This is an optimization exercise on Yosys and OpenROAD, whose aim is small area, not a production implementation.
RTL that was checked went through simulation tests only; none was proved equivalent to the original.
The RTL of runs 1 to 3 was laid out without a check of its function.
No activity file was given, so power comes from the tool's default toggle rates. No driver is modelled on the clock port, so clocking that relies on it looks cheaper here than on a real chip.

--- config.mk ---
export PLATFORM = sky130hd
export DESIGN_NAME = ep_top
export DESIGN_NICKNAME = ep_top
export VERILOG_FILES = /design/flow/design.v
export SDC_FILE = /design/flow/constraint.sdc
export NUM_CORES = 4
export LEC_CHECK = 0
export CAP_MARGIN = 20
export CORE_MARGIN = 2
export CORE_UTILIZATION = 40
export SLEW_MARGIN = 20
export SYNTH_HIERARCHICAL = 1
export SYNTH_MINIMUM_KEEP_SIZE = 0
--- constraint.sdc ---
create_clock -name core_clock -period 5.0 [get_ports {clk}]
set_input_delay 1.0000 -clock core_clock [delete_from_list [all_inputs] [get_ports {clk}]]
set_output_delay 1.0000 -clock core_clock [all_outputs]
set_load 0.01 [all_outputs]
--- design.v ---
`default_nettype none
package ep_pkg;
    localparam int DATA_W     = 32;     
    localparam int REG_ADDR_W = 5;      
    localparam int NUM_REGS   = 1 << REG_ADDR_W;
    localparam logic [6:0] FMT_TYPE_MRD32 = 7'b00_00000;   
    localparam logic [6:0] FMT_TYPE_MWR32 = 7'b10_00000;   
    localparam logic [6:0] FMT_TYPE_CPLD  = 7'b10_01010;   
    localparam logic [DATA_W-1:0] ID_REG_VALUE = 32'hE9D0_0001;
endpackage
`default_nettype wire
`default_nettype none
module ep_rx_engine (
    input  logic        clk,
    input  logic [31:0] trn_rd_i,
    input  logic        ld_dw0_i,    
    input  logic        ld_dw1_i,    
    input  logic        ld_dw2_i,    
    input  logic        cap_i,       
    input  logic [31:0] cap_en_i,    
    input  logic [31:0] rd_word_i,   
    output logic [31:0] hdr_q_o
);
    logic [31:0] ld_en;
    logic [31:0] ld_d;
    logic [31:0] hold;
    assign ld_en = {{24{ld_dw1_i}}, ld_dw0_i, {5{ld_dw2_i}}, {2{ld_dw0_i}}};
    assign ld_d  = {trn_rd_i[31:8], trn_rd_i[22], trn_rd_i[6:2], trn_rd_i[21:20]};
    assign hold  = ~(ld_en | {32{cap_i}});
    always_ff @(posedge clk)
        hdr_q_o <= (rd_word_i & cap_en_i) | (ld_d & ld_en) | (hdr_q_o & hold);
endmodule
`default_nettype wire
`default_nettype none
module ep_mem_access (
    input  logic        clk,
    input  logic [3:0]  keep_i,      
    input  logic [3:0]  wr_be_i,     
    input  logic [31:0] wr_data_i,   
    output logic [31:0] head_o       
);
    localparam int WORDS = 31;
    logic [32*WORDS-1:0] ring;
    logic [31:0]         tail_d;
    assign head_o = ring[31:0];
    always_comb begin
        for (int b = 0; b < 4; b++)
            tail_d[31-8*b -: 8] = (ring[31-8*b -: 8]      & {8{keep_i[b]}}) |
                                  (wr_data_i[31-8*b -: 8] & {8{wr_be_i[b]}});
    end
    always_ff @(posedge clk)
        ring <= {tail_d, ring[32*WORDS-1:32]};
endmodule
`default_nettype wire
`default_nettype none
import ep_pkg::*;
module ep_tx_engine (
    input  logic [1:0]  beat_i,
    input  logic [31:0] hdr_q_i,     
    input  logic [1:0]  attr_i,
    input  logic [3:0]  be_i,
    input  logic [15:0] cfg_completer_id_i,
    output logic [31:0] trn_td_o
);
    logic [2:0] tc;
    logic [1:0] lo_idx;
    logic [2:0] byte_cnt;
    assign tc = {hdr_q_i[7], hdr_q_i[1:0]};
    always_comb begin
        casez (be_i)
            4'b???1: lo_idx = 2'd0;
            4'b??10: lo_idx = 2'd1;
            4'b?100: lo_idx = 2'd2;
            4'b1000: lo_idx = 2'd3;
            default: lo_idx = 2'd0;
        endcase
        casez (be_i)
            4'b0000: byte_cnt = 3'd1;
            4'b1??1: byte_cnt = 3'd4;
            4'b01?1: byte_cnt = 3'd3;
            4'b1?10: byte_cnt = 3'd3;
            4'b0011: byte_cnt = 3'd2;
            4'b0110: byte_cnt = 3'd2;
            4'b1100: byte_cnt = 3'd2;
            default: byte_cnt = 3'd1;
        endcase
    end
    always_comb begin
        case (beat_i)
            2'd0: trn_td_o = {1'b0, FMT_TYPE_CPLD, 1'b0, tc, 4'b0000,
                              1'b0, 1'b0, attr_i, 2'b00, 10'd1};
            2'd1: trn_td_o = {cfg_completer_id_i, 3'b000, 1'b0, 9'd0, byte_cnt};
            2'd2: trn_td_o = {hdr_q_i[31:8], 1'b0, hdr_q_i[6:2], lo_idx};
            default: trn_td_o = hdr_q_i;
        endcase
    end
endmodule
`default_nettype wire
`default_nettype none
import ep_pkg::*;
module ep_top (
    input  logic        clk,
    input  logic        rst_n,
    input  logic [31:0] trn_rd_i,
    input  logic        trn_rsof_n_i,
    input  logic        trn_reof_n_i,
    input  logic        trn_rsrc_rdy_n_i,
    output logic        trn_rdst_rdy_n_o,
    output logic [31:0] trn_td_o,
    output logic        trn_tsof_n_o,
    output logic        trn_teof_n_o,
    output logic        trn_tsrc_rdy_n_o,
    input  logic        trn_tdst_rdy_n_i,
    input  logic [15:0] cfg_completer_id_i
);
    localparam logic [3:0] S_CLR  = 4'b0000;   
    localparam logic [3:0] S_DW0  = 4'b0001;
    localparam logic [3:0] S_RD1  = 4'b0010;
    localparam logic [3:0] S_WR1  = 4'b0011;
    localparam logic [3:0] S_RD2  = 4'b0100;
    localparam logic [3:0] S_WR2  = 4'b0101;
    localparam logic [3:0] S_WR3  = 4'b0110;   
    localparam logic [3:0] S_SKIP = 4'b0111;
    localparam logic [3:0] S_B0   = 4'b1000;
    localparam logic [3:0] S_B1   = 4'b1001;
    localparam logic [3:0] S_B2   = 4'b1010;
    localparam logic [3:0] S_B3   = 4'b1011;
    localparam logic [3:0] S_RDW  = 4'b1100;   
    localparam logic [4:0] PTR_FIRST = 5'b00001;
    localparam logic [4:0] PTR_LAST  = 5'b10000;   
    localparam logic [31:0] ID_LL = {ID_REG_VALUE[7:0], ID_REG_VALUE[15:8],
                                     ID_REG_VALUE[23:16], ID_REG_VALUE[31:24]};
    logic [3:0]  state;
    logic [4:0]  ptr;         
    logic [31:0] hdr_q;       
    logic [3:0]  be_q;
    logic [1:0]  attr_q;
    logic [4:0]  addr;
    logic        addr_zero;
    logic        hit;
    logic        rx_on;
    logic        beat_ok;
    logic        tx_ok;
    logic [6:0]  fmt_type;
    logic        one_dw;
    logic [31:0] head;
    logic [31:0] rd_word;
    logic [31:0] cap_en;
    logic [3:0]  cap_b0;
    logic [3:0]  cap_b1;
    logic        cap;
    logic        ld_dw0;
    logic        ld_dw1;
    logic        ld_dw2;
    logic [3:0]  wr_be;
    assign addr      = hdr_q[6:2];
    assign addr_zero = (addr == 5'd0);
    assign hit       = (ptr == addr) || addr_zero;
    assign fmt_type  = trn_rd_i[30:24];
    assign one_dw    = (trn_rd_i[9:0] == 10'd1);
    assign rx_on            = !state[3] && (state != S_CLR) && (state != S_WR3 || hit);
    assign trn_rdst_rdy_n_o = !rx_on;
    assign beat_ok          = rx_on && !trn_rsrc_rdy_n_i;
    assign trn_tsrc_rdy_n_o = !(state[3] && !state[2]);
    assign trn_tsof_n_o     = state[1] || state[0];
    assign trn_teof_n_o     = !(state[1] && state[0]);
    assign tx_ok            = !trn_tsrc_rdy_n_o && !trn_tdst_rdy_n_i;
    assign wr_be = (state == S_WR3 && !trn_rsrc_rdy_n_i && ptr == addr) ? be_q : 4'b0000;
    ep_mem_access i_mem (
        .clk       (clk),
        .keep_i    ((state == S_CLR) ? 4'b0000 : ~wr_be),
        .wr_be_i   (wr_be),
        .wr_data_i (trn_rd_i),
        .head_o    (head)
    );
    always_ff @(posedge clk) begin
        if (!rst_n)
            ptr <= PTR_FIRST;
        else
            ptr <= {ptr[3:0], ptr[4] ^ ptr[2]};
    end
    always_ff @(posedge clk) begin
        if (!rst_n) begin
            state <= S_CLR;
        end else begin
            case (state)
                S_CLR: if (ptr == PTR_LAST) state <= S_DW0;
                S_DW0: begin
                    if (beat_ok && !trn_rsof_n_i && trn_reof_n_i) begin
                        if (one_dw && fmt_type == FMT_TYPE_MRD32)
                            state <= S_RD1;
                        else if (one_dw && fmt_type == FMT_TYPE_MWR32)
                            state <= S_WR1;
                        else
                            state <= S_SKIP;
                    end
                end
                S_RD1:  if (beat_ok) state <= trn_reof_n_i ? S_RD2 : S_DW0;
                S_WR1:  if (beat_ok) state <= trn_reof_n_i ? S_WR2 : S_DW0;
                S_RD2:  if (beat_ok) state <= trn_reof_n_i ? S_SKIP : S_B0;
                S_WR2:  if (beat_ok) state <= trn_reof_n_i ? S_WR3 : S_DW0;
                S_WR3:  if (beat_ok) state <= trn_reof_n_i ? S_SKIP : S_DW0;
                S_SKIP: if (beat_ok && !trn_reof_n_i) state <= S_DW0;
                S_B0:   if (tx_ok) state <= S_B1;
                S_B1:   if (tx_ok) state <= S_B2;
                S_B2:   if (tx_ok) state <= S_RDW;
                S_RDW:  if (hit) state <= S_B3;
                S_B3:   if (tx_ok) state <= S_DW0;
                default: state <= S_CLR;
            endcase
        end
    end
    assign cap    = (state == S_RDW) && hit;
    assign cap_b1 = {4{cap}} & be_q;
    assign cap_b0 = cap_b1 & {4{!addr_zero}};
    assign ld_dw0 = (state == S_DW0);
    assign ld_dw1 = (state == S_RD1) || (state == S_WR1);
    assign ld_dw2 = (state == S_RD2) || (state == S_WR2);
    always_comb begin
        for (int i = 0; i < 32; i++) begin
            cap_en[i]  = ID_LL[i] ? cap_b1[3 - i/8] : cap_b0[3 - i/8];
            rd_word[i] = ID_LL[i] ? (head[i] || addr_zero) : head[i];
        end
    end
    ep_rx_engine i_rx (
        .clk       (clk),
        .trn_rd_i  (trn_rd_i),
        .ld_dw0_i  (ld_dw0),
        .ld_dw1_i  (ld_dw1),
        .ld_dw2_i  (ld_dw2),
        .cap_i     (cap),
        .cap_en_i  (cap_en),
        .rd_word_i (rd_word),
        .hdr_q_o   (hdr_q)
    );
    always_ff @(posedge clk) begin
        if (ld_dw0)
            attr_q <= trn_rd_i[13:12];
        if (ld_dw1)
            be_q <= trn_rd_i[3:0];
    end
    ep_tx_engine i_tx (
        .beat_i             (state[1:0]),
        .hdr_q_i            (hdr_q),
        .attr_i             (attr_q),
        .be_i               (be_q),
        .cfg_completer_id_i (cfg_completer_id_i),
        .trn_td_o           (trn_td_o)
    );
endmodule
`default_nettype wire
--- flow/run.sh ---
#!/bin/bash
# Standard ORFS layout (the standard.sh, standard synthesis unchanged) with
# three knobs: ports buffered with the smallest buffer, and a clock tree of
# clkbuf_8 leaf clusters without dummy loads.
set -euo pipefail
CTS="-sink_clustering_enable -repair_clock_nets -buf_list sky130_fd_sc_hd__clkbuf_16"
CTS="$CTS -sink_clustering_size 36 -sink_clustering_max_diameter 60 -dont_use_dummy_load"
bash standard.sh \
  "BUFFER_PORTS_ARGS=-buffer_cell sky130_fd_sc_hd__buf_1" \
  "CTS_ARGS=$CTS" \
  finish > flow.log 2>&1
--- standard.sh ---
#!/bin/bash
# synth_recipe.tcl (not shown) runs the flow's synth.tcl, then flattens the netlist and writes it again
# the make line also repeats each setting of config.mk as NAME=value (left out here)
make -C /OpenROAD-flow-scripts/flow DESIGN_CONFIG=/design/flow/config.mk WORK_HOME=/design/flow/orfs CLKGATE_MAP_FILE= SYNTH_SCRIPT=/design/flow/synth_recipe.tcl "${@:-finish}"
==> results of run 1 <==
power by group:
| group | leakage, nW | internal [mW] | total (mW) | switching (mW) |
|---|---|---|---|---|
| sequential | 8.38 | 8.32 | 8.37 | 0.0449 |
| combinational | 1.03 | 0.0905 | 0.197 | 0.106 |
| clock | 0.505 | 1.48 | 3.69 | 2.21 |
cells in the final DEF, fill, tap and decap left out, types with 6 or more instances in the layout:
cell type                   count
sky130_fd_sc_hd__nand2b_1       7
sky130_fd_sc_hd__buf_1         89
sky130_fd_sc_hd__a21o_1        24
sky130_fd_sc_hd__clkbuf_16     41
sky130_fd_sc_hd__a22o_1        68
sky130_fd_sc_hd__nor3b_1        8
sky130_fd_sc_hd__edfxtp_1       6
sky130_fd_sc_hd__a21oi_1       13
sky130_fd_sc_hd__a221o_1        8
sky130_fd_sc_hd__mux2i_1        7
sky130_fd_sc_hd__or2_2         10
sky130_fd_sc_hd__inv_1          6
sky130_fd_sc_hd__nor3_1         7
sky130_fd_sc_hd__and2_1        26
sky130_fd_sc_hd__nor2_1        15
sky130_fd_sc_hd__dfxtp_1     1032
sky130_fd_sc_hd__o21ai_0        9
sky130_fd_sc_hd__nand2_1       15
path summary, 6_finish.rpt:
path                    from               to
max                 state[1]      trn_td_o[0]
max reg2reg         state[1]  i_mem.ring[965]
min reg2reg  i_mem.ring[990]  i_mem.ring[958]
min          i_mem.ring[990]  i_mem.ring[958]
sequential cells by signal, summed over array words and instances (netlist names):
name and count:
attr_q 2, be_q 4, i_mem.ring 992, i_rx.hdr_q_o 32, ptr 5, state 4
routing by layer:
layer / track usage, % / vias to the layer above / share of wire (%)
met3: 4.341 / 64 / 8.0
met4: 2.923 / 16 / 2.1
met5: 0 / - / 0.26
li1: - / 4519 / -
met1: 16.64 / 4428 / 50
met2: 15.47 / 153 / 39
modules after synthesis (local to each module, per instance):
module | flip-flops and latches | area (um2) | times used
ep_rx_engine | 32 | 1251 | 1
ep_tx_engine | 0 | 444.2 | 1
ep_top | 15 | 1099 | 1
ep_mem_access | 992 | 20440 | 1
logic make-up (layout without fill, tap and decap cells):
kind of cell	Yosys count	count (layout)	share of synthesized area (%)
flops	1039	1039	89.76
compound gates	139	139	4.835
simple gates	110	110	2.789
buf+inv	69	138	2.046
xor+xnor	7	7	0.2638
mux	7	7	0.3015
other cells	0	3	0
cell type report:
class	instances	area [um2]
Fill cell	5080	32430
Sequential cell	1039	20860
Multi-Input combinational cell	263	1927
Antenna cell	3	7.507
Clock buffer	41	1026
Inverter	6	22.52
Tap cell	765	957.2
Timing Repair Buffer	91	349.1
==> impl_metrics.toml, run 1 <==
[status]
outcome = "no timing/DRC/antenna violations"

[setup_path]
reg2regPathDepth = 5
critical_path.max_stage_delay_ps = 770
worst-path-stages = 4
crit_chain = "and2b_1, o221a_1, a31oi_1, buf_1"
critical-path-slowest-cell = "sky130_fd_sc_hd__dfxtp_4"
critPathArrivalTime_ps = 2750
cp-end-kind = "primary output"
criticalPathCategory = "reg2out"
worstPathMaxFanout = 54
worst_ep_required_time_ps = 4000
reg2reg_setup_slack_ps = 2410
start_kind = "register"
path_delay_family = "flip-flops"
critical_path_buf_inv_count = 1

[routing]
detail_route.drc_violations = 0
first_iter_violations = 509
drt_pass1_iterations = 4
avgRoutedWirePerCell_um = 15.33
route.vias.total = 9180
drt-vias-per-instance = 4.158
wirelength_um = 33850
postRouteAntennaNets = 0

[placed_design]
numPlacedInstances = 2164
placed_cell_areas_um2 = 24120
place.port_buffers = 89
dp_hpwl_um = 21950
replace_congestion = 0.7795
dp_slack_ps = 1461

[timing]
worst-slew-pin-transition_ps = 1098
layout_min_cycle_time_ps = 3749
clock-skew-final_ps = 70.13
setup_viols_final = 0
timing.hold.ws_ps = 290.2
rsz0062_at_grt = "no"
final_tns_setup_ps = 0
final_critical_path_setup_slack_ps = 1251
min_period_over_period_pct = 74.97
achievable-frequency_ghz = 0.2668
report.final.hold_viol_count = 0
finalMaxSlewViolations = 0
relSlewSlack_pct = 26.45

[clock_tree]
hold_buffers = 0
tritoncts = "yes"
ctsHtreeMaxLevel = 2
tritoncts_buffer_count = 41
clock_insertion_delay_worst_skew_ps = 610
post-cts-setup-buffers = 0
maximum_clock_insertion_buffer_count = 3
root_buffer = "sky130_fd_sc_hd__clkbuf_16"
worst_setup_hold_path_clk_slew_ps = 100
post_cts_resized = 0
cts_sinks = 1039

[min_path]
min_path_type = "reg2reg"
worstHoldPathCells = 0

[logic_synthesis]
ys_warn_count = 10
most_area_hungry_cell_type_in_the_yosys_netlist = "sky130_fd_sc_hd__dfxtp_1"
syn-cell-area_um2 = 23240
synth_fp_nets = 1425
post-synth-top-area-fraction_pct = 88.99
synth-seq-area-share_pct = 89.76
synthCells = 1371
ys_dominant_reg_cell = "sky130_fd_sc_hd__dfxtp_1"
post_synth_num_cell_types = 49
yosys.cell_count.top_type = "sky130_fd_sc_hd__dfxtp_1"
count_of_flip_flops_with_a_built_in_enable_after_synthesis = 6
postSynth.asyncResetShare_pct = 0
synth_area_leaders = "sky130_fd_sc_hd__dfxtp_1, sky130_fd_sc_hd__a22o_1, sky130_fd_sc_hd__buf_4"
syn_avg_cell_area_um2 = 16.95
yosys_register_bits = 1039
leading_post_synthesis_cells_by_instance_count = "sky130_fd_sc_hd__dfxtp_1, sky130_fd_sc_hd__a22o_1, sky130_fd_sc_hd__buf_4, sky130_fd_sc_hd__and2_1, sky130_fd_sc_hd__a21o_1"

[floorplanning]
core_area_um2 = 57590
io_pins = 90
core.rowCount = 88
dieHeight_um = 245.0
starting_density_of_the_core_pct = 40.36
floorplan.die_area_um2 = 60040
dieWidth_um = 245.0

[global_route]
global_route_wire_length_before_repair_um = 51380
grt_start_max_net_pins = 55
initial_antenna_violation_count = 11
globalRoute.totalOverflow = 0
grt_usage_pct = 11.33
grt_pass1_vias = 8836

[power]
power.density_nw_per_um2 = 487.3
total_power_mw = 12.26
ir_drop_uv = 364.3
total_leakage_power_nw = 9.913

[finish]
area.growth.synth_to_final_pct = 8.238
finish.cell_count_without_fillers = 2208
layout-drive-gt1-share_pct = 4.444
final_design_area_no_fill_um2 = 25150
num-nets-final = 1496
final_util_pct = 43.68

[run]
cap_viol_max_count = 0
==> inputs of run 2 (changes only) <==
==> flow/run.sh (replaced) <==
#!/bin/bash
# Standard ORFS layout (the standard.sh, standard synthesis unchanged) with
# three knobs: ports buffered with the smallest buffer, and a clock tree of
# small leaf clusters without dummy loads.
set -euo pipefail
CTS="-sink_clustering_enable -repair_clock_nets -buf_list sky130_fd_sc_hd__clkbuf_16"
CTS="$CTS -sink_clustering_size 40 -sink_clustering_max_diameter 45 -dont_use_dummy_load"
bash standard.sh \
  "BUFFER_PORTS_ARGS=-buffer_cell sky130_fd_sc_hd__buf_1" \
  "CTS_ARGS=$CTS" \
  finish > flow.log 2>&1
--- a/config.mk
+++ b/config.mk
@@ -8,6 +8,7 @@
 export CAP_MARGIN = 20
 export CORE_MARGIN = 2
 export CORE_UTILIZATION = 40
+export PLACE_DENSITY = 0.75
 export SLEW_MARGIN = 20
 export SYNTH_HIERARCHICAL = 1
 export SYNTH_MINIMUM_KEEP_SIZE = 0
==> run 2 against run 1 <==
  * Combinational power increased by 6%
  * Register-to-register slack worse by 260 ps
  * Core utilization up 0.050 points
  * Clock power rose by 1%
  * Still clean on timing, DRC and antenna
  * Clock skew up 5.6 ps
  * Sequential power is essentially flat
  * Synthesized cell count is the same
==> impl_metrics.toml, run 2 <==
[logic_synthesis]
synth_fp_nets = 1425
leading_post_synthesis_cells_by_instance_count = "sky130_fd_sc_hd__dfxtp_1, sky130_fd_sc_hd__a22o_1, sky130_fd_sc_hd__buf_4, sky130_fd_sc_hd__and2_1, sky130_fd_sc_hd__a21o_1"
ys_dominant_reg_cell = "sky130_fd_sc_hd__dfxtp_1"
count_of_flip_flops_with_a_built_in_enable_after_synthesis = 6
yosys_register_bits = 1039
yosys.cell_count.top_type = "sky130_fd_sc_hd__dfxtp_1"
syn_avg_cell_area_um2 = 16.95
postSynth.asyncResetShare_pct = 0
synth-seq-area-share_pct = 89.76
synth_area_leaders = "sky130_fd_sc_hd__dfxtp_1, sky130_fd_sc_hd__a22o_1, sky130_fd_sc_hd__buf_4"
post-synth-top-area-fraction_pct = 88.99
syn-cell-area_um2 = 23240
ys_warn_count = 10
post_synth_num_cell_types = 49
synthCells = 1371
most_area_hungry_cell_type_in_the_yosys_netlist = "sky130_fd_sc_hd__dfxtp_1"

[global_route]
grt_usage_pct = 11.75
grt_start_max_net_pins = 55
initial_antenna_violation_count = 3
globalRoute.totalOverflow = 0
global_route_wire_length_before_repair_um = 53660
grt_pass1_vias = 9131

[status]
outcome = "no timing/DRC/antenna violations"

[setup_path]
worstPathMaxFanout = 19
cp-end-kind = "primary output"
critPathArrivalTime_ps = 3010
start_kind = "register"
criticalPathCategory = "reg2out"
worst_ep_required_time_ps = 4000

[timing]
finalMaxSlewViolations = 0
achievable-frequency_ghz = 0.2493
min_period_over_period_pct = 80.23
setup_viols_final = 0
layout_min_cycle_time_ps = 4011
rsz0062_at_grt = "no"
final_tns_setup_ps = 0
relSlewSlack_pct = 30.31
report.final.hold_viol_count = 0
final_critical_path_setup_slack_ps = 988.7
worst-slew-pin-transition_ps = 1045
clock-skew-final_ps = 75.78

[finish]
area.growth.synth_to_final_pct = 8.362
layout-drive-gt1-share_pct = 4.643
final_util_pct = 43.73
num-nets-final = 1499
largest_register_ffs = 992
layout.cells.most_common = "sky130_fd_sc_hd__dfxtp_1"
layout.filler_cells = 4913
multi_input_area_um2 = 1918
top_register = "i_mem.ring"
most_frequent_cells_in_the_layout = "sky130_fd_sc_hd__dfxtp_1, sky130_fd_sc_hd__buf_1, sky130_fd_sc_hd__a22o_1, sky130_fd_sc_hd__clkbuf_16, sky130_fd_sc_hd__and2_1"
ff_latch_area_um2 = 20860
biggestRegsByFlops = "i_mem.ring (992), i_rx.hdr_q_o (32), ptr (5)"

[floorplanning]
dieWidth_um = 245.0
core_area_um2 = 57590
core.rowCount = 88
floorplan.die_area_um2 = 60040
dieHeight_um = 245.0
starting_density_of_the_core_pct = 40.36
io_pins = 90

[clock_tree]
post_cts_resized = 0
root_buffer = "sky130_fd_sc_hd__clkbuf_16"
clock_insertion_delay_worst_skew_ps = 580
worst_setup_hold_path_clk_slew_ps = 130
tritoncts = "yes"
ctsHtreeMaxLevel = 2
tritoncts_buffer_count = 42
cts_sinks = 1039
post-cts-setup-buffers = 0
hold_buffers = 0
maximum_clock_insertion_buffer_count = 3

[power]
power.share.combinational_pct = 1.7
pwr-share-seq_pct = 68.0
internal_power_mw = 9.930
netSwitchingFraction_pct = 19.36
p_switching_mw = 2.383
ir_drop_uv = 371.9
power.density_nw_per_um2 = 489.0
total_leakage_power_nw = 9.935
clkPwrFrac_pct = 30.3

[routing]
drt_pass1_iterations = 5
wirelength_um = 35730
route.vias.total = 9295
drt-vias-per-instance = 4.204
detail_route.drc_violations = 0
first_iter_violations = 671
postRouteAntennaNets = 0
avgRoutedWirePerCell_um = 16.16

[placed_design]
replace_congestion = 0.8218
dp_slack_ps = 1609
dp_hpwl_um = 23020
place.port_buffers = 89

[min_path]
min_path_type = "reg2reg"

[run]
cap_viol_max_count = 0
==> run 2: final cells by class <==
cell class	instances	share of cell area [%]
tap	765	3.801
inverter	6	0.08944
multi-input combinational	263	7.617
timing repair buffer	93	1.446
antenna	3	0.02981
sequential	1039	82.84
clock buffer	42	4.174
==> run 2: per-stage QoR <==
stage / power (mW) / std cells / hold slack [ps] / area (um2)
after global placement: 8.748 / 2166 / 310.3 / 24120
after floorplan: 8.660 / 1371 / 309.6 / 23240
after detailed placement: 8.761 / 2166 / 312.1 / 24120
after global routing: 12.70 / 2209 / 245.7 / 25180
after CTS: 12.37 / 2208 / 242.3 / 25170
final: 12.31 / 2211 / 235.0 / 25180
==> run 2: final timing paths <==
| check | from | endpoint | slack [ps] | depth (start not counted) |
|---|---|---|---|---|
| max | state[0] | trn_td_o[0] | 990 | 5 |
| min | i_mem.ring[454] | i_mem.ring[422] | 240 | 0 |
| max reg2reg | state[1] | i_mem.ring[980] | 2150 | 6 |
| min reg2reg | i_mem.ring[454] | i_mem.ring[422] | 240 | 0 |
==> run 2: critical path, cell delays in order (launching register included) <==
cell	delay, ps
sky130_fd_sc_hd__dfxtp_1	690
sky130_fd_sc_hd__buf_4	340
sky130_fd_sc_hd__and2b_1	850
sky130_fd_sc_hd__o221a_1	320
sky130_fd_sc_hd__a31oi_1	60
sky130_fd_sc_hd__buf_1	190
==> run 2: layer usage <==
layer	vias to the layer above	GRT usage, %	share of wire [%]	routed length [um]
met4	0	2.905	1.6	580
li1	4529	-	-	-
met2	198	17.12	41	14740
met3	45	2.832	5.8	2082
met5	-	0	0	0
met1	4523	17.49	51	18330
==> run 2: power groups by stage <==
stage,clock [mW],combinational [mW],sequential [mW]
global route,4.10,0.224,8.38
finish,3.73,0.209,8.37
floorplan,0,0.128,8.53
CTS,3.80,0.205,8.37
global placement,0,0.193,8.56
detailed placement,0,0.204,8.56
==> run 2: kinds of logic after synthesis <==
family,count (synthesis),share of synthesized area (%)
buf+inv,69,2.046
mux,7,0.3015
simple gates,110,2.789
compound gates,139,4.835
xor+xnor,7,0.2638
flops,1039,89.76
==> run 2: modules after synthesis, one instance, submodules excluded <==
module	cell area, um2	cells
ep_mem_access	20440	1064
ep_tx_engine	444.2	68
ep_top	1099	135
ep_rx_engine	1251	104
==> inputs of run 3 (changes only) <==
==> flow/run.sh (replaced) <==
#!/bin/bash
# Standard ORFS layout (the standard.sh, standard synthesis unchanged) with
# three knobs: ports buffered with the smallest buffer, and a clock tree of
# small leaf clusters without dummy loads.
set -euo pipefail
CTS="-sink_clustering_enable -repair_clock_nets -buf_list sky130_fd_sc_hd__clkbuf_8"
CTS="$CTS -sink_clustering_size 22 -sink_clustering_max_diameter 40 -dont_use_dummy_load"
bash standard.sh \
  "BUFFER_PORTS_ARGS=-buffer_cell sky130_fd_sc_hd__buf_1" \
  "CTS_ARGS=$CTS" \
  finish > flow.log 2>&1
==> run 3 against run 2 <==
  * Design area down 1.1%
  * Core utilization down 0.48 points
  * Total power shrank 4.5%
  * Sequential power barely moved
  * Via count shrank 0.26%
  * Critical endpoint unchanged
  * Largest cell class unchanged
  * Highest routed layer unchanged
==> impl_metrics.toml, run 3 <==
[status]
outcome = "no timing/DRC/antenna violations"

[routing]
wirelength_um = 35310
postRouteAntennaNets = 0
avgRoutedWirePerCell_um = 15.86
route.vias.total = 9271
detail_route.drc_violations = 0
first_iter_violations = 642
drt-vias-per-instance = 4.165
drt_pass1_iterations = 4

[finish]
final_design_area_no_fill_um2 = 24900
layout.filler_cells = 4931
area.growth.synth_to_final_pct = 7.166
final_util_pct = 43.25
largest_register_ffs = 992
top_register = "i_mem.ring"
num-nets-final = 1513
biggestRegsByFlops = "i_mem.ring (992), i_rx.hdr_q_o (32), ptr (5)"
layout.cells.most_common = "sky130_fd_sc_hd__dfxtp_1"
layout-drive-gt1-share_pct = 5.559
most_frequent_cells_in_the_layout = "sky130_fd_sc_hd__dfxtp_1, sky130_fd_sc_hd__buf_1, sky130_fd_sc_hd__a22o_1, sky130_fd_sc_hd__clkbuf_8, sky130_fd_sc_hd__and2_1"

[run]
cap_viol_max_count = 0

[logic_synthesis]
yosys.cell_count.top_type = "sky130_fd_sc_hd__dfxtp_1"
postSynth.asyncResetShare_pct = 0
ys_warn_count = 10
ys_dominant_reg_cell = "sky130_fd_sc_hd__dfxtp_1"
post_synth_num_cell_types = 49
syn-cell-area_um2 = 23240
synth_area_leaders = "sky130_fd_sc_hd__dfxtp_1, sky130_fd_sc_hd__a22o_1, sky130_fd_sc_hd__buf_4"
syn_avg_cell_area_um2 = 16.95
synthCells = 1371
synth-seq-area-share_pct = 89.76
most_area_hungry_cell_type_in_the_yosys_netlist = "sky130_fd_sc_hd__dfxtp_1"
synth_fp_nets = 1425
post-synth-top-area-fraction_pct = 88.99
leading_post_synthesis_cells_by_instance_count = "sky130_fd_sc_hd__dfxtp_1, sky130_fd_sc_hd__a22o_1, sky130_fd_sc_hd__buf_4, sky130_fd_sc_hd__and2_1, sky130_fd_sc_hd__a21o_1"
count_of_flip_flops_with_a_built_in_enable_after_synthesis = 6
yosys_register_bits = 1039

[floorplanning]
io_pins = 90
core.rowCount = 88
dieWidth_um = 245.0
dieHeight_um = 245.0
floorplan.die_area_um2 = 60040
core_area_um2 = 57590
starting_density_of_the_core_pct = 40.36

[global_route]
grt_usage_pct = 11.64
grt_start_max_net_pins = 55
grt_pass1_vias = 9156
global_route_wire_length_before_repair_um = 53250
initial_antenna_violation_count = 3
globalRoute.totalOverflow = 0

[timing]
finalMaxSlewViolations = 0
min_period_over_period_pct = 83.02
worst-slew-pin-transition_ps = 1093
layout_min_cycle_time_ps = 4151
setup_viols_final = 0
achievable-frequency_ghz = 0.2409
clock-skew-final_ps = 67.65
relSlewSlack_pct = 27.11
final_critical_path_setup_slack_ps = 849.2
final_tns_setup_ps = 0
report.final.hold_viol_count = 0
timing.hold.ws_ps = 247.0
rsz0062_at_grt = "no"

[clock_tree]
worst_setup_hold_path_clk_slew_ps = 120
root_buffer = "sky130_fd_sc_hd__clkbuf_8"
cts_sinks = 1039
ctsHtreeMaxLevel = 2
clock_insertion_delay_worst_skew_ps = 620
post-cts-setup-buffers = 0
hold_buffers = 0
tritoncts_buffer_count = 56
maximum_clock_insertion_buffer_count = 3
post_cts_resized = 0
tritoncts = "yes"

[setup_path]
crit_chain = "buf_4, and2b_1, o221a_1, a31oi_1, buf_1"
critical-path-slowest-cell = "sky130_fd_sc_hd__and2b_1"
critPathArrivalTime_ps = 3150
path_delay_family = "simple AND/OR/NAND/NOR gates"
worst_ep_required_time_ps = 4000
worstPathMaxFanout = 19
criticalPathCategory = "reg2out"
start_kind = "register"
reg2reg_setup_slack_ps = 2170
critical_path.max_stage_delay_ps = 890
worst-path-stages = 5
reg2regPathDepth = 6
critical_path_buf_inv_count = 2
cp-end-kind = "primary output"

[placed_design]
replace_congestion = 0.8218
dp_hpwl_um = 23020
place.port_buffers = 89
dp_slack_ps = 1609
placed_cell_areas_um2 = 24120

[power]
clkPwrFrac_pct = 27.1
netSwitchingFraction_pct = 19.87
power.density_nw_per_um2 = 472.3
internal_power_mw = 9.426
ir_drop_uv = 345.7
p_switching_mw = 2.337
power.share.combinational_pct = 1.8
total_leakage_power_nw = 9.821
pwr-share-seq_pct = 71.2

[min_path]
worstHoldPathCells = 0
min_path_type = "reg2reg"
run 3: power by group through the flow:
stage | clock network [mW] | registers (mW) | logic [mW]
floorplan | 0 | 8.53 | 0.128
global placement | 0 | 8.56 | 0.193
detailed placement | 0 | 8.56 | 0.204
finish | 3.18 | 8.37 | 0.208
global route | 3.58 | 8.38 | 0.224
CTS | 3.27 | 8.37 | 0.204
run 3: kinds of logic (layout without fill, tap and decap cells):
| group | count (synthesis) | in the layout | share of synthesized area (%) |
|---|---|---|---|
| flip-flops | 1039 | 1039 | 89.76 |
| multiplexers | 7 | 7 | 0.3015 |
| XOR/XNOR | 7 | 7 | 0.2638 |
| AND/OR/NAND/NOR | 110 | 110 | 2.789 |
| buffers and inverters | 69 | 155 | 2.046 |
| AO/OA/AOI/OAI | 139 | 139 | 4.835 |
| other | 0 | 4 | 0 |
run 3: final timing paths:
kind	start	end
max	state[0]	trn_td_o[0]
min	i_mem.ring[485]	i_mem.ring[453]
max reg2reg	state[1]	i_mem.ring[981]
min reg2reg	i_mem.ring[485]	i_mem.ring[453]
run 3: layout make-up:
class                   count  area (um2)  area share [%]
diodes                      4       10.01         0.04019
clock buffers              56       770.7           3.095
inverters                   6       22.52         0.09043
multi-input cells         263        1918           7.702
flip-flops and latches   1039       20860           83.77
well taps                 765       957.2           3.843
repair buffers             93       364.1           1.462
run 3: modules after synthesis, one instance, submodules excluded:
module / flip-flops and latches / copies in the design
ep_mem_access: 992 / 1
ep_rx_engine: 32 / 1
ep_top: 15 / 1
ep_tx_engine: 0 / 1
run 3: stage by stage:
stage / total power [mW] / std cells
2_1_floorplan: 8.660 / 1371
3_3_place_gp: 8.748 / 2166
3_5_place_dp: 8.761 / 2166
4_1_cts: 11.84 / 2222
5_1_grt: 12.18 / 2223
6_report: 11.76 / 2226
run 3: per-layer routing:
metal	vias up	wire, um	track usage (%)	share of wire (%)
met2	245	14070	16.33	40
met5	-	0	0	0
li1	4542	-	-	-
met3	57	2901	3.641	8.2
met4	0	708	2.977	2.0
met1	4427	17630	17.28	50
==> inputs of run 4 (changes only) <==
--- a/design.v
+++ b/design.v
@@ -113,19 +113,19 @@
     input  logic        trn_tdst_rdy_n_i,
     input  logic [15:0] cfg_completer_id_i
 );
-    localparam logic [3:0] S_CLR  = 4'b0000;   
-    localparam logic [3:0] S_DW0  = 4'b0001;
-    localparam logic [3:0] S_RD1  = 4'b0010;
-    localparam logic [3:0] S_WR1  = 4'b0011;
-    localparam logic [3:0] S_RD2  = 4'b0100;
-    localparam logic [3:0] S_WR2  = 4'b0101;
-    localparam logic [3:0] S_WR3  = 4'b0110;   
-    localparam logic [3:0] S_SKIP = 4'b0111;
+    localparam logic [3:0] S_DW0  = 4'b0000;
+    localparam logic [3:0] S_RD1  = 4'b0001;
+    localparam logic [3:0] S_RD2  = 4'b0010;
+    localparam logic [3:0] S_CLR  = 4'b0011;   
+    localparam logic [3:0] S_SKIP = 4'b0100;
+    localparam logic [3:0] S_WR1  = 4'b0101;
+    localparam logic [3:0] S_WR2  = 4'b0110;
+    localparam logic [3:0] S_WR3  = 4'b0111;   
     localparam logic [3:0] S_B0   = 4'b1000;
     localparam logic [3:0] S_B1   = 4'b1001;
     localparam logic [3:0] S_B2   = 4'b1010;
     localparam logic [3:0] S_B3   = 4'b1011;
-    localparam logic [3:0] S_RDW  = 4'b1100;   
+    localparam logic [3:0] S_RDW  = 4'b1110;   
     localparam logic [4:0] PTR_FIRST = 5'b00001;
     localparam logic [4:0] PTR_LAST  = 5'b10000;   
     localparam logic [31:0] ID_LL = {ID_REG_VALUE[7:0], ID_REG_VALUE[15:8],
@@ -213,7 +213,7 @@
     assign cap    = (state == S_RDW) && hit;
     assign cap_b1 = {4{cap}} & be_q;
     assign cap_b0 = cap_b1 & {4{!addr_zero}};
-    assign ld_dw0 = (state == S_DW0);
+    assign ld_dw0 = (state == S_DW0) || (state == S_SKIP);   
     assign ld_dw1 = (state == S_RD1) || (state == S_WR1);
     assign ld_dw2 = (state == S_RD2) || (state == S_WR2);
     always_comb begin
--- a/flow/run.sh
+++ b/flow/run.sh
@@ -4,7 +4,7 @@
 # small leaf clusters without dummy loads.
 set -euo pipefail
 CTS="-sink_clustering_enable -repair_clock_nets -buf_list sky130_fd_sc_hd__clkbuf_8"
-CTS="$CTS -sink_clustering_size 22 -sink_clustering_max_diameter 40 -dont_use_dummy_load"
+CTS="$CTS -sink_clustering_size 20 -sink_clustering_max_diameter 40 -dont_use_dummy_load"
 bash standard.sh \
   "BUFFER_PORTS_ARGS=-buffer_cell sky130_fd_sc_hd__buf_1" \
   "CTS_ARGS=$CTS" \
==> run 4 against run 3 <==
  * Still clean
  * Fmax rose by 0.96%
  * Non-clock buffer count did not move
  * Sequential share of layout area rose by 0.10 points
  * Sequential cell count did not move
  * Largest cell class unchanged
  * Critical path depth fell by 1
  * Largest power group unchanged
  * Die area fell by 0.33%
  * Design area fell by 0.12%
  * Total power rose by 11%
==> impl_metrics.toml, run 4 <==
[finish]
layout.cells.most_common = "sky130_fd_sc_hd__dfxtp_1"
num-nets-final = 1505
layout.filler_cells = 4982
most_frequent_cells_in_the_layout = "sky130_fd_sc_hd__dfxtp_1, sky130_fd_sc_hd__buf_1, sky130_fd_sc_hd__a22o_1, sky130_fd_sc_hd__clkbuf_8, sky130_fd_sc_hd__a21o_1"
antenna_cells = 0
ff_latch_area_um2 = 20860
multi_input_area_um2 = 1814
largest_register_ffs = 992
biggestRegsByFlops = "i_mem.ring (992), i_rx.hdr_q_o (32), ptr (5)"
top_register = "i_mem.ring"
area.growth.synth_to_final_pct = 7.402
layout-drive-gt1-share_pct = 5.935
final_design_area_no_fill_um2 = 24870

[setup_path]
critical-path-slowest-cell = "sky130_fd_sc_hd__dfxtp_1"
rr_endpoint = "i_rx.hdr_q_o[21]"
reg2reg_setup_slack_ps = 2070
criticalPathCategory = "reg2out"
critical_path.max_stage_delay_ps = 1070
critPathArrivalTime_ps = 3110
cp-end-kind = "primary output"
critPathCapture = "trn_td_o[0]"
critical_path_buf_inv_count = 1
worstPathMaxFanout = 20
worst_r2r_startpoint = "state[1]"
start_kind = "register"
worst-path-stages = 4
worst_ep_required_time_ps = 4000
path_delay_family = "flip-flops"
reg2regPathDepth = 6
setup.worst_path.start = "state[0]"
crit_chain = "and2b_1, o221a_1, a31oi_1, buf_1"

[timing]
final_tns_setup_ps = 0
rsz0062_at_grt = "no"
worst-slew-pin-transition_ps = 1120
final_critical_path_setup_slack_ps = 888.8
relSlewSlack_pct = 25.20
achievable-frequency_ghz = 0.2432
layout_min_cycle_time_ps = 4111
clock-skew-final_ps = 71.85
min_period_over_period_pct = 82.22
setup_viols_final = 0
finalMaxSlewViolations = 0
report.final.hold_viol_count = 0

[routing]
wirelength_um = 34320
avgRoutedWirePerCell_um = 15.50
first_iter_violations = 550
postRouteAntennaNets = 0
route.vias.total = 9235
detail_route.drc_violations = 0
drt_pass1_iterations = 5
drt-vias-per-instance = 4.171

[floorplanning]
core_area_um2 = 57480
io_pins = 90
dieWidth_um = 244.6
core.rowCount = 88
dieHeight_um = 244.6
starting_density_of_the_core_pct = 40.30
floorplan.die_area_um2 = 59840

[clock_tree]
post-cts-setup-buffers = 0
worst_setup_hold_path_clk_slew_ps = 100
cts_sinks = 1039
hold_buffers = 0
root_buffer = "sky130_fd_sc_hd__clkbuf_8"
maximum_clock_insertion_buffer_count = 3
ctsHtreeMaxLevel = 2
tritoncts_buffer_count = 61
clock_insertion_delay_worst_skew_ps = 660
post_cts_resized = 0
tritoncts = "yes"

[logic_synthesis]
yosys.cell_count.top_type = "sky130_fd_sc_hd__dfxtp_1"
leading_post_synthesis_cells_by_instance_count = "sky130_fd_sc_hd__dfxtp_1, sky130_fd_sc_hd__a22o_1, sky130_fd_sc_hd__buf_4, sky130_fd_sc_hd__a21o_1, sky130_fd_sc_hd__and2_1"
syn_avg_cell_area_um2 = 17.12
ys_dominant_reg_cell = "sky130_fd_sc_hd__dfxtp_1"
synth_fp_nets = 1407
ys_warn_count = 10
synth-seq-area-share_pct = 90.07
most_area_hungry_cell_type_in_the_yosys_netlist = "sky130_fd_sc_hd__dfxtp_1"
post-synth-top-area-fraction_pct = 89.29
synthCells = 1353
yosys_register_bits = 1039
count_of_flip_flops_with_a_built_in_enable_after_synthesis = 6
post_synth_num_cell_types = 53
syn-cell-area_um2 = 23160
synth_area_leaders = "sky130_fd_sc_hd__dfxtp_1, sky130_fd_sc_hd__a22o_1, sky130_fd_sc_hd__buf_4"
postSynth.asyncResetShare_pct = 0

[global_route]
grt.busiest_layer = "met1"
grt_pass1_vias = 9212
grt_usage_pct = 11.37
grt_start_max_net_pins = 46
global_route_wire_length_before_repair_um = 52460
global_route.usage.met3_pct = 5.030
grt_use_met1_pct = 16.68
groute.layer.met2.usage_pct = 15.14
initial_antenna_violation_count = 3
globalRoute.totalOverflow = 0

[run]
cap_viol_max_count = 0

[power]
power.density_nw_per_um2 = 526.7
total_leakage_power_nw = 9.829
total_power_mw = 13.10
ir_drop_uv = 299.7

[placed_design]
dp_slack_ps = 1664
place.port_buffers = 89
replace_congestion = 0.8670
placed_cell_areas_um2 = 24030
dp_hpwl_um = 22200

[status]
outcome = "no timing/DRC/antenna violations"

[min_path]
min_path_type = "reg2reg"
-- run 4: changes by cell type after synthesis, moves of 4 or more --
cell / previous run / this run
sky130_fd_sc_hd__nand2b_1: 7 / 2
sky130_fd_sc_hd__inv_1: 6 / 10
sky130_fd_sc_hd__clkbuf_1: 8 / 1
sky130_fd_sc_hd__nand2_1: 15 / 10
-- run 4: worst min path at each step --
stage,start,to,depth (start not counted)
finish,i_mem.ring[325],i_mem.ring[293],0
global route,i_mem.ring[325],i_mem.ring[293],0
CTS,i_mem.ring[325],i_mem.ring[293],0
detailed placement,i_mem.ring[452],i_mem.ring[420],0
global placement,i_mem.ring[320],i_mem.ring[288],0
floorplan,i_mem.ring[32],i_mem.ring[0],0
-- run 4: kinds of logic after synthesis --
family,share of synthesized area [%]
xor+xnor,0.2647
flops,90.07
buf+inv,2.129
compound gates,4.927
simple gates,2.437
mux,0.1729
-- run 4: where the power goes --
group	internal, mW	switching (mW)
sequential	8.50	0.278
combinational	0.435	0.612
clock	1.10	2.18
total	10.0	3.07
-- run 4: layout make-up --
type                    count  share of cell area (%)
well taps                 765                   3.848
repair buffers             93                   1.464
multi-input cells         246                   7.294
flip-flops and latches   1039                   83.87
inverters                  10                  0.1509
clock buffers              61                   3.375
-- run 4: layer usage --
metal	share of wire, %	up-vias
li1	-	4501
met2	38	254
met5	0.12	-
met1	50	4425
met3	9.9	49
met4	1.3	6
-- run 4: through the flow --
step	hold slack, ps	util [%]	std cells
6_report	257.0	43.28	2214
5_1_grt	249.4	43.28	2214
4_1_cts	257.8	43.28	2214
3_5_place_dp	312.1	41.82	2153
3_3_place_gp	309.8	41.82	2153
2_1_floorplan	309.6	-	1353
-- run 4: per-module statistics from Yosys, one instance, submodules excluded --
module	cells inside	times used	flops+latches
ep_mem_access	1064	1	992
ep_rx_engine	104	1	32
ep_top	117	1	15
ep_tx_engine	68	1	0
==> inputs of run 5 (changes only) <==
--- a/flow/run.sh
+++ b/flow/run.sh
@@ -4,7 +4,7 @@
 # small leaf clusters without dummy loads.
 set -euo pipefail
 CTS="-sink_clustering_enable -repair_clock_nets -buf_list sky130_fd_sc_hd__clkbuf_8"
-CTS="$CTS -sink_clustering_size 20 -sink_clustering_max_diameter 40 -dont_use_dummy_load"
+CTS="$CTS -sink_clustering_size 21 -sink_clustering_max_diameter 35 -dont_use_dummy_load"
 bash standard.sh \
   "BUFFER_PORTS_ARGS=-buffer_cell sky130_fd_sc_hd__buf_1" \
   "CTS_ARGS=$CTS" \
==> run 5 against run 4 <==
  * Wire length is 0.27% higher
  * Sequential cell count stayed put
  * First-iteration DRC count is 6.0% lower
  * Non-clock buffer count stayed put
  * Sequential power hardly changed
  * Count of clock-buffer cells in the layout is 17 higher
  * Register-to-register slack worse by 40 ps
  * Area after synthesis stayed put
  * Via count is 1.9% higher
  * Fmax is 2.0% higher
  * Hold slack better by 1.8 ps
  * Critical path type unchanged
  * Highest routed layer unchanged
==> impl_metrics.toml, run 5 <==
[finish]
layout.cells.most_common = "sky130_fd_sc_hd__dfxtp_1"
final_design_area_no_fill_um2 = 25110
layout.filler_cells = 4960
layout-drive-gt1-share_pct = 7.026
largest_register_ffs = 992
num-nets-final = 1522
antenna_cells = 0
area.growth.synth_to_final_pct = 8.412
most_frequent_cells_in_the_layout = "sky130_fd_sc_hd__dfxtp_1, sky130_fd_sc_hd__buf_1, sky130_fd_sc_hd__clkbuf_8, sky130_fd_sc_hd__a22o_1, sky130_fd_sc_hd__a21o_1"
top_register = "i_mem.ring"
finish.cell_count_without_fillers = 2231
biggestRegsByFlops = "i_mem.ring (992), i_rx.hdr_q_o (32), ptr (5)"

[timing]
setup_viols_final = 0
achievable-frequency_ghz = 0.2481
final_critical_path_setup_slack_ps = 969.3
min_period_over_period_pct = 80.61
report.final.hold_viol_count = 0
worst-slew-pin-transition_ps = 1033
final_tns_setup_ps = 0
clock-skew-final_ps = 78.21
rsz0062_at_grt = "no"
layout_min_cycle_time_ps = 4031
relSlewSlack_pct = 31.02
finalMaxSlewViolations = 0

[clock_tree]
hold_buffers = 0
worst_setup_hold_path_clk_slew_ps = 100
post-cts-setup-buffers = 0
maximum_clock_insertion_buffer_count = 3
post_cts_resized = 0
cts_sinks = 1039
clock_insertion_delay_worst_skew_ps = 650
root_buffer = "sky130_fd_sc_hd__clkbuf_8"
ctsHtreeMaxLevel = 3
tritoncts_buffer_count = 78
tritoncts = "yes"

[power]
power.share.combinational_pct = 7.8
p_switching_mw = 3.132
total_leakage_power_nw = 9.952
internal_power_mw = 10.34
total_power_mw = 13.47
power.density_nw_per_um2 = 536.5
clkPwrFrac_pct = 27.1
netSwitchingFraction_pct = 23.25
pwr-share-seq_pct = 65.2
ir_drop_uv = 326.3

[placed_design]
numPlacedInstances = 2153
place.port_buffers = 89
dp_hpwl_um = 22200
placed_cell_areas_um2 = 24030
dp_slack_ps = 1664
replace_congestion = 0.8670

[setup_path]
critPathArrivalTime_ps = 3030
cp-end-kind = "primary output"
critical-path-slowest-cell = "sky130_fd_sc_hd__dfxtp_1"
criticalPathCategory = "reg2out"
critical_path.max_stage_delay_ps = 990
start_kind = "register"
worst_ep_required_time_ps = 4000
worstPathMaxFanout = 20
crit_chain = "and2b_1, o221a_1, a31oi_1, buf_1"

[routing]
route.vias.total = 9407
first_iter_violations = 517
drt_pass1_iterations = 5
wirelength_um = 34410
postRouteAntennaNets = 0
avgRoutedWirePerCell_um = 15.42
drt-vias-per-instance = 4.216
detail_route.drc_violations = 0

[logic_synthesis]
yosys_register_bits = 1039
ys_warn_count = 10
ys_dominant_reg_cell = "sky130_fd_sc_hd__dfxtp_1"
synth_area_leaders = "sky130_fd_sc_hd__dfxtp_1, sky130_fd_sc_hd__a22o_1, sky130_fd_sc_hd__buf_4"
yosys.cell_count.top_type = "sky130_fd_sc_hd__dfxtp_1"
syn-cell-area_um2 = 23160
post_synth_num_cell_types = 53
syn_avg_cell_area_um2 = 17.12
synth_fp_nets = 1407
synthCells = 1353
count_of_flip_flops_with_a_built_in_enable_after_synthesis = 6
leading_post_synthesis_cells_by_instance_count = "sky130_fd_sc_hd__dfxtp_1, sky130_fd_sc_hd__a22o_1, sky130_fd_sc_hd__buf_4, sky130_fd_sc_hd__a21o_1, sky130_fd_sc_hd__and2_1"
post-synth-top-area-fraction_pct = 89.29
postSynth.asyncResetShare_pct = 0
synth-seq-area-share_pct = 90.07
most_area_hungry_cell_type_in_the_yosys_netlist = "sky130_fd_sc_hd__dfxtp_1"

[floorplanning]
dieHeight_um = 244.6
core_area_um2 = 57480
io_pins = 90
floorplan.die_area_um2 = 59840
dieWidth_um = 244.6
starting_density_of_the_core_pct = 40.30
core.rowCount = 88

[global_route]
initial_antenna_violation_count = 4
grt_start_max_net_pins = 46
globalRoute.totalOverflow = 0
grt_usage_pct = 11.50
global_route_wire_length_before_repair_um = 52710
grt_pass1_vias = 9323

[min_path]
min_path_type = "reg2reg"

[status]
outcome = "no timing/DRC/antenna violations"

[run]
cap_viol_max_count = 0
run 5: cell counts after synthesis:
Identical to the previous run, type by type.
run 5: area by class of cell:
class | instances | area [um2] | area share (%)
clock buffers | 78 | 1074 | 4.276
multi-input cells | 246 | 1814 | 7.226
well taps | 765 | 957.2 | 3.812
flip-flops and latches | 1039 | 20860 | 83.09
repair buffers | 93 | 364.1 | 1.450
inverters | 10 | 37.54 | 0.1495
run 5: layer usage:
metal / GRT usage, % / part of all wire [%] / vias up
met5: 0 / 0.12 / -
met4: 3.336 / 1.9 / 6
met3: 4.756 / 9.5 / 74
met2: 15.26 / 38 / 297
met1: 16.92 / 51 / 4486
li1: - / - / 4544
run 5: stage by stage:
stage,hold slack [ps],util (%)
finish,258.8,43.68
global route,247.9,43.68
CTS,243.3,43.68
detailed placement,312.1,41.82
global placement,309.8,41.82
floorplan,309.6,-
run 5: logic make-up after synthesis:
logic type / count (synthesis) / share of synthesized area, %
simple gates: 94 / 2.437
xor+xnor: 7 / 0.2647
compound gates: 141 / 4.927
mux: 4 / 0.1729
flops: 1039 / 90.07
buf+inv: 68 / 2.129
run 5: Yosys stat by module (local to each module, per instance):
module         cell area, um2  copies in the design  flops+latches  cells
ep_rx_engine             1251                     1             32    104
ep_mem_access           20440                     1            992   1064
ep_top                   1020                     1             15    117
ep_tx_engine            444.2                     1              0     68
run 5: power groups by stage:
stage	sequential (mW)	combinational [mW]	clock, mW
after global placement	8.95	1.00	0
after floorplan	8.77	0.842	0
after CTS	8.77	1.04	3.75
after detailed placement	8.96	1.04	0
after global routing	8.80	1.13	4.07
final	8.78	1.05	3.65
run 5: worst paths after layout:
| kind | slack, ps | startpoint | cells past startpoint | to |
|---|---|---|---|---|
| max | 970 | state[0] | 4 | trn_td_o[0] |
| min | 260 | i_mem.ring[126] | 0 | i_mem.ring[94] |
| min reg2reg | 260 | i_mem.ring[126] | 0 | i_mem.ring[94] |
| max reg2reg | 2030 | state[1] | 6 | i_rx.hdr_q_o[16] |
run 5: worst max-delay path, delay by kind of cell (launching register included):
kind	cells	cell delay, ps
buffers and inverters	1	190
flip-flops	1	990
AND/OR/NAND/NOR	1	850
AO/OA/AOI/OAI	2	370
==> inputs of run 6 (changes only) <==
==> flow/run.sh (replaced) <==
#!/bin/bash
# The standard layout (standard.sh: standard synthesis and ORFS steps,
# unchanged) with three knobs passed to make:
#  - every port buffered with the smallest buffer (buf_1);
#  - a clock tree of clkbuf_8 leaf clusters of up to 20 registers within
#    40 um, without dummy loads.
# make's full output (every tool's) goes to flow.log here; ORFS also keeps a
# log per step under orfs/logs/.
set -euo pipefail
CTS="-sink_clustering_enable -repair_clock_nets -buf_list \"sky130_fd_sc_hd__clkbuf_8 sky130_fd_sc_hd__clkbuf_16\""
CTS="$CTS -sink_clustering_size 24 -sink_clustering_max_diameter 40 -dont_use_dummy_load"
bash standard.sh \
  "BUFFER_PORTS_ARGS=-buffer_cell sky130_fd_sc_hd__buf_1" \
  "CTS_ARGS=$CTS" \
  finish > flow.log 2>&1
==> run 6 against run 5 <==
  * The flow now stops in clock tree synthesis (4_1_cts)
  * Synthesized cell count did not move
  * Area after synthesis unchanged
==> impl_metrics.toml, run 6 <==
[logic_synthesis]
leading_post_synthesis_cells_by_instance_count = "sky130_fd_sc_hd__dfxtp_1, sky130_fd_sc_hd__a22o_1, sky130_fd_sc_hd__buf_4, sky130_fd_sc_hd__a21o_1, sky130_fd_sc_hd__and2_1"
syn_avg_cell_area_um2 = 17.12
post-synth-top-area-fraction_pct = 89.29
postSynth.asyncResetShare_pct = 0
ys_dominant_reg_cell = "sky130_fd_sc_hd__dfxtp_1"
synth_area_leaders = "sky130_fd_sc_hd__dfxtp_1, sky130_fd_sc_hd__a22o_1, sky130_fd_sc_hd__buf_4"
ys_warn_count = 10
synth-seq-area-share_pct = 90.07
synthCells = 1353
count_of_flip_flops_with_a_built_in_enable_after_synthesis = 6
synth_fp_nets = 1407
most_area_hungry_cell_type_in_the_yosys_netlist = "sky130_fd_sc_hd__dfxtp_1"
yosys_register_bits = 1039
post_synth_num_cell_types = 53
syn-cell-area_um2 = 23160
yosys.cell_count.top_type = "sky130_fd_sc_hd__dfxtp_1"

[status]
outcome.stop_stage = "clock tree synthesis (4_1_cts)"
outcome = "aborted with a tool error"
error_line = "[ERROR STA-0564] clock_tree_synthesis positional arguments not supported."

[floorplanning]
dieWidth_um = 244.6
dieHeight_um = 244.6
core.rowCount = 88
starting_density_of_the_core_pct = 40.30
io_pins = 90

[placed_design]
placed_cell_areas_um2 = 24030
numPlacedInstances = 2153
place.port_buffers = 89
replace_congestion = 0.8670
dp_hpwl_um = 22200
-- run 6: cell counts after synthesis --
No cell type changed its count.
-- run 6: worst max path at each step --
| stage | startpoint | to | slack, ps |
|---|---|---|---|
| after floorplan | trn_rsrc_rdy_n_i | i_mem.ring[965] | 2660 |
| after global placement | state[0] | trn_td_o[0] | 1740 |
| after detailed placement | state[0] | trn_td_o[0] | 1660 |
-- run 6: per-module statistics from Yosys (local to each module, per instance) --
module         flops+latches  cells inside
ep_top                    15           117
ep_rx_engine              32           104
ep_tx_engine               0            68
ep_mem_access            992          1064
-- run 6: kinds of logic after synthesis --
group,Yosys count,synth area share [%]
compound gates,141,4.927
xor+xnor,7,0.2647
buf+inv,68,2.129
flops,1039,90.07
mux,4,0.1729
simple gates,94,2.437
-- run 6: through the flow --
| step | worst slack [ps] | power [mW] |
|---|---|---|
| 2_1_floorplan | 2657 | 9.614 |
| 3_3_place_gp | 1742 | 9.946 |
| 3_5_place_dp | 1664 | 9.996 |
-- run 6: power by group through the flow --
stage | clock, mW | sequential [mW] | combinational (mW)
after detailed placement | 0 | 8.96 | 1.04
after floorplan | 0 | 8.77 | 0.842
after global placement | 0 | 8.95 | 1.00
==> inputs of run 7 (changes only) <==
--- a/flow/run.sh
+++ b/flow/run.sh
@@ -7,7 +7,7 @@
 # make's full output (every tool's) goes to flow.log here; ORFS also keeps a
 # log per step under orfs/logs/.
 set -euo pipefail
-CTS="-sink_clustering_enable -repair_clock_nets -buf_list \"sky130_fd_sc_hd__clkbuf_8 sky130_fd_sc_hd__clkbuf_16\""
+CTS="-sink_clustering_enable -repair_clock_nets -buf_list {sky130_fd_sc_hd__clkbuf_8 sky130_fd_sc_hd__clkbuf_16}"
 CTS="$CTS -sink_clustering_size 24 -sink_clustering_max_diameter 40 -dont_use_dummy_load"
 bash standard.sh \
   "BUFFER_PORTS_ARGS=-buffer_cell sky130_fd_sc_hd__buf_1" \
==> run 7 against run 6 <==
  * Now clean on timing, DRC and antenna
  * Area after synthesis unchanged
  * Synthesized cell count unchanged
==> impl_metrics.toml, run 7 <==
[status]
outcome = "no timing/DRC/antenna violations"

[global_route]
grt_start_max_net_pins = 46
global_route_wire_length_before_repair_um = 53720
initial_antenna_violation_count = 4
grt_usage_pct = 11.69
globalRoute.totalOverflow = 0
grt_pass1_vias = 9344

[setup_path]
critPathArrivalTime_ps = 3030
start_kind = "register"
cp-end-kind = "primary output"
criticalPathCategory = "reg2out"
worst_ep_required_time_ps = 4000
worstPathMaxFanout = 20

[finish]
final_design_area_no_fill_um2 = 25460
most_frequent_cells_in_the_layout = "sky130_fd_sc_hd__dfxtp_1, sky130_fd_sc_hd__buf_1, sky130_fd_sc_hd__a22o_1, sky130_fd_sc_hd__clkbuf_16, sky130_fd_sc_hd__a21o_1"
layout-drive-gt1-share_pct = 5.675
layout.cells.most_common = "sky130_fd_sc_hd__dfxtp_1"
num-nets-final = 1501
top_register = "i_mem.ring"
largest_register_ffs = 992
biggestRegsByFlops = "i_mem.ring (992), i_rx.hdr_q_o (32), ptr (5)"
final_util_pct = 44.30
area.growth.synth_to_final_pct = 9.946
finish.cell_count_without_fillers = 2211

[clock_tree]
cts_sinks = 1039
ctsHtreeMaxLevel = 2
clock_insertion_delay_worst_skew_ps = 600
post_cts_resized = 0
maximum_clock_insertion_buffer_count = 3
post-cts-setup-buffers = 0
worst_setup_hold_path_clk_slew_ps = 80
tritoncts_buffer_count = 57
tritoncts = "yes"
hold_buffers = 0
root_buffer = "sky130_fd_sc_hd__clkbuf_16"

[timing]
report.final.hold_viol_count = 0
final_critical_path_setup_slack_ps = 968.6
min_period_over_period_pct = 80.63
clock-skew-final_ps = 46.72
worst-slew-pin-transition_ps = 1074
setup_viols_final = 0
relSlewSlack_pct = 28.29
final_tns_setup_ps = 0
layout_min_cycle_time_ps = 4031
rsz0062_at_grt = "no"
finalMaxSlewViolations = 0
timing.hold.ws_ps = 276.0
achievable-frequency_ghz = 0.2481

[routing]
first_iter_violations = 575
detail_route.drc_violations = 0
route.vias.total = 9347
wirelength_um = 35170
postRouteAntennaNets = 0
drt_pass1_iterations = 7
avgRoutedWirePerCell_um = 15.91
drt-vias-per-instance = 4.227

[min_path]
min_path_type = "reg2reg"

[power]
internal_power_mw = 10.95
netSwitchingFraction_pct = 22.69
ir_drop_uv = 325.9
pwr-share-seq_pct = 62.0
total_power_mw = 14.17
power.density_nw_per_um2 = 556.3
clkPwrFrac_pct = 30.6
p_switching_mw = 3.215
total_leakage_power_nw = 10.09
power.share.combinational_pct = 7.4

[placed_design]
dp_hpwl_um = 22200
place.port_buffers = 89
numPlacedInstances = 2153
dp_slack_ps = 1664
replace_congestion = 0.8670
placed_cell_areas_um2 = 24030

[floorplanning]
core.rowCount = 88
dieHeight_um = 244.6
dieWidth_um = 244.6
starting_density_of_the_core_pct = 40.30
floorplan.die_area_um2 = 59840
core_area_um2 = 57480
io_pins = 90

[logic_synthesis]
post_synth_num_cell_types = 53
synthCells = 1353
most_area_hungry_cell_type_in_the_yosys_netlist = "sky130_fd_sc_hd__dfxtp_1"
syn-cell-area_um2 = 23160
postSynth.asyncResetShare_pct = 0
ys_warn_count = 10
synth_area_leaders = "sky130_fd_sc_hd__dfxtp_1, sky130_fd_sc_hd__a22o_1, sky130_fd_sc_hd__buf_4"
synth_fp_nets = 1407
leading_post_synthesis_cells_by_instance_count = "sky130_fd_sc_hd__dfxtp_1, sky130_fd_sc_hd__a22o_1, sky130_fd_sc_hd__buf_4, sky130_fd_sc_hd__a21o_1, sky130_fd_sc_hd__and2_1"
count_of_flip_flops_with_a_built_in_enable_after_synthesis = 6
syn_avg_cell_area_um2 = 17.12
yosys.cell_count.top_type = "sky130_fd_sc_hd__dfxtp_1"
yosys_register_bits = 1039
post-synth-top-area-fraction_pct = 89.29
ys_dominant_reg_cell = "sky130_fd_sc_hd__dfxtp_1"
synth-seq-area-share_pct = 90.07

[run]
cap_viol_max_count = 0
-- run 7: cell counts after synthesis --
Identical to the previous run, type by type.
-- run 7: area by class of cell --
type,count,area (um2)
fillers,4916,32010
well taps,765,957.2
clock buffers,57,1426
multi-input cells,246,1814
diodes,1,2.502
repair buffers,93,364.1
flip-flops and latches,1039,20860
inverters,10,37.54
-- run 7: power by group through the flow --
stage / Clock (mW) / Combinational, mW / Sequential (mW)
5_1_grt: 4.75 / 1.14 / 8.80
3_3_place_gp: 0 / 1.00 / 8.95
3_5_place_dp: 0 / 1.04 / 8.96
4_1_cts: 4.43 / 1.05 / 8.77
6_report: 4.34 / 1.05 / 8.78
2_1_floorplan: 0 / 0.842 / 8.77
-- run 7: per-module statistics from Yosys, one instance, submodules excluded --
module         area (um2)  copies in the design  cells inside
ep_rx_engine         1251                     1           104
ep_tx_engine        444.2                     1            68
ep_mem_access       20440                     1          1064
ep_top               1020                     1           117
-- run 7: kinds of logic (layout without fill, tap and decap cells) --
group,Yosys count,in the layout,synth area share [%]
AOI/OAI and AO/OA,141,141,4.927
xor gates and xnor gates,7,7,0.2647
buffers and inverters,68,160,2.129
DFF,1039,1039,90.07
muxes,4,4,0.1729
other,0,1,0
and+or+nand+nor,94,94,2.437
-- run 7: critical path, stage by stage (launching register included) --
cell and delay, ps:
sky130_fd_sc_hd__dfxtp_1 1020, sky130_fd_sc_hd__and2b_1 880, sky130_fd_sc_hd__o221a_1 320, sky130_fd_sc_hd__a31oi_1 50, sky130_fd_sc_hd__buf_1 190
-- run 7: per-layer routing --
| layer | routed length (um) | GRT usage, % | up-vias |
|---|---|---|---|
| li1 | - | - | 4509 |
| met4 | 544 | 2.852 | 4 |
| met1 | 17460 | 17.03 | 4474 |
| met5 | 26 | 2.533 | - |
| met2 | 13750 | 16.13 | 289 |
| met3 | 3397 | 4.275 | 71 |
-- run 7: worst paths after layout --
check                                     start          endpoint  slack [ps]  cells past startpoint
worst max-delay path                   state[0]       trn_td_o[0]         970                      4
worst min-delay path            i_mem.ring[325]   i_mem.ring[293]         280                      0
worst max register to register         state[1]  i_rx.hdr_q_o[16]        2020                      6
worst min register to register  i_mem.ring[325]   i_mem.ring[293]         280                      0

[separate check: timing with driven ports]
No port has a modelled driver above. Below, the same layouts with a new extraction and two added sets of constraints. Step 1, drivers: a clkbuf_16 drives clk and a buf_2 each remaining input, both assumed. Step 2 times the ports against the registers' clock, not the clock port: input delays grow and output delays shrink by t, the midpoint of the rising clock arrivals with the driver on. Three values: ideal ports, drivers, drivers and shift; two values: the first two.
run | shift t [ns] | setup WS [ns] | hold WS [ns] | pins driven straight from the clock port
run 1 | 0.631 | 1.251 / 1.196 / 1.826 | 0.290 / 0.290 / 0.290 | 1
run 2 | 0.607 | 0.989 / 0.936 / 1.543 | 0.235 / 0.235 / 0.235 | 1
run 3 | 0.657 | 0.849 / 0.801 / 1.458 | 0.247 / 0.247 / 0.247 | 1
run 4 | 0.660 | 0.889 / 0.840 / 1.500 | 0.257 / 0.257 / 0.257 | 1
run 5 | 0.664 | 0.969 / 0.920 / 1.584 | 0.259 / 0.259 / 0.259 | 1
run 7 | 0.620 | 0.969 / 0.918 / 1.538 | 0.276 / 0.276 / 0.276 | 1
After both steps every run listed still meets setup and hold.
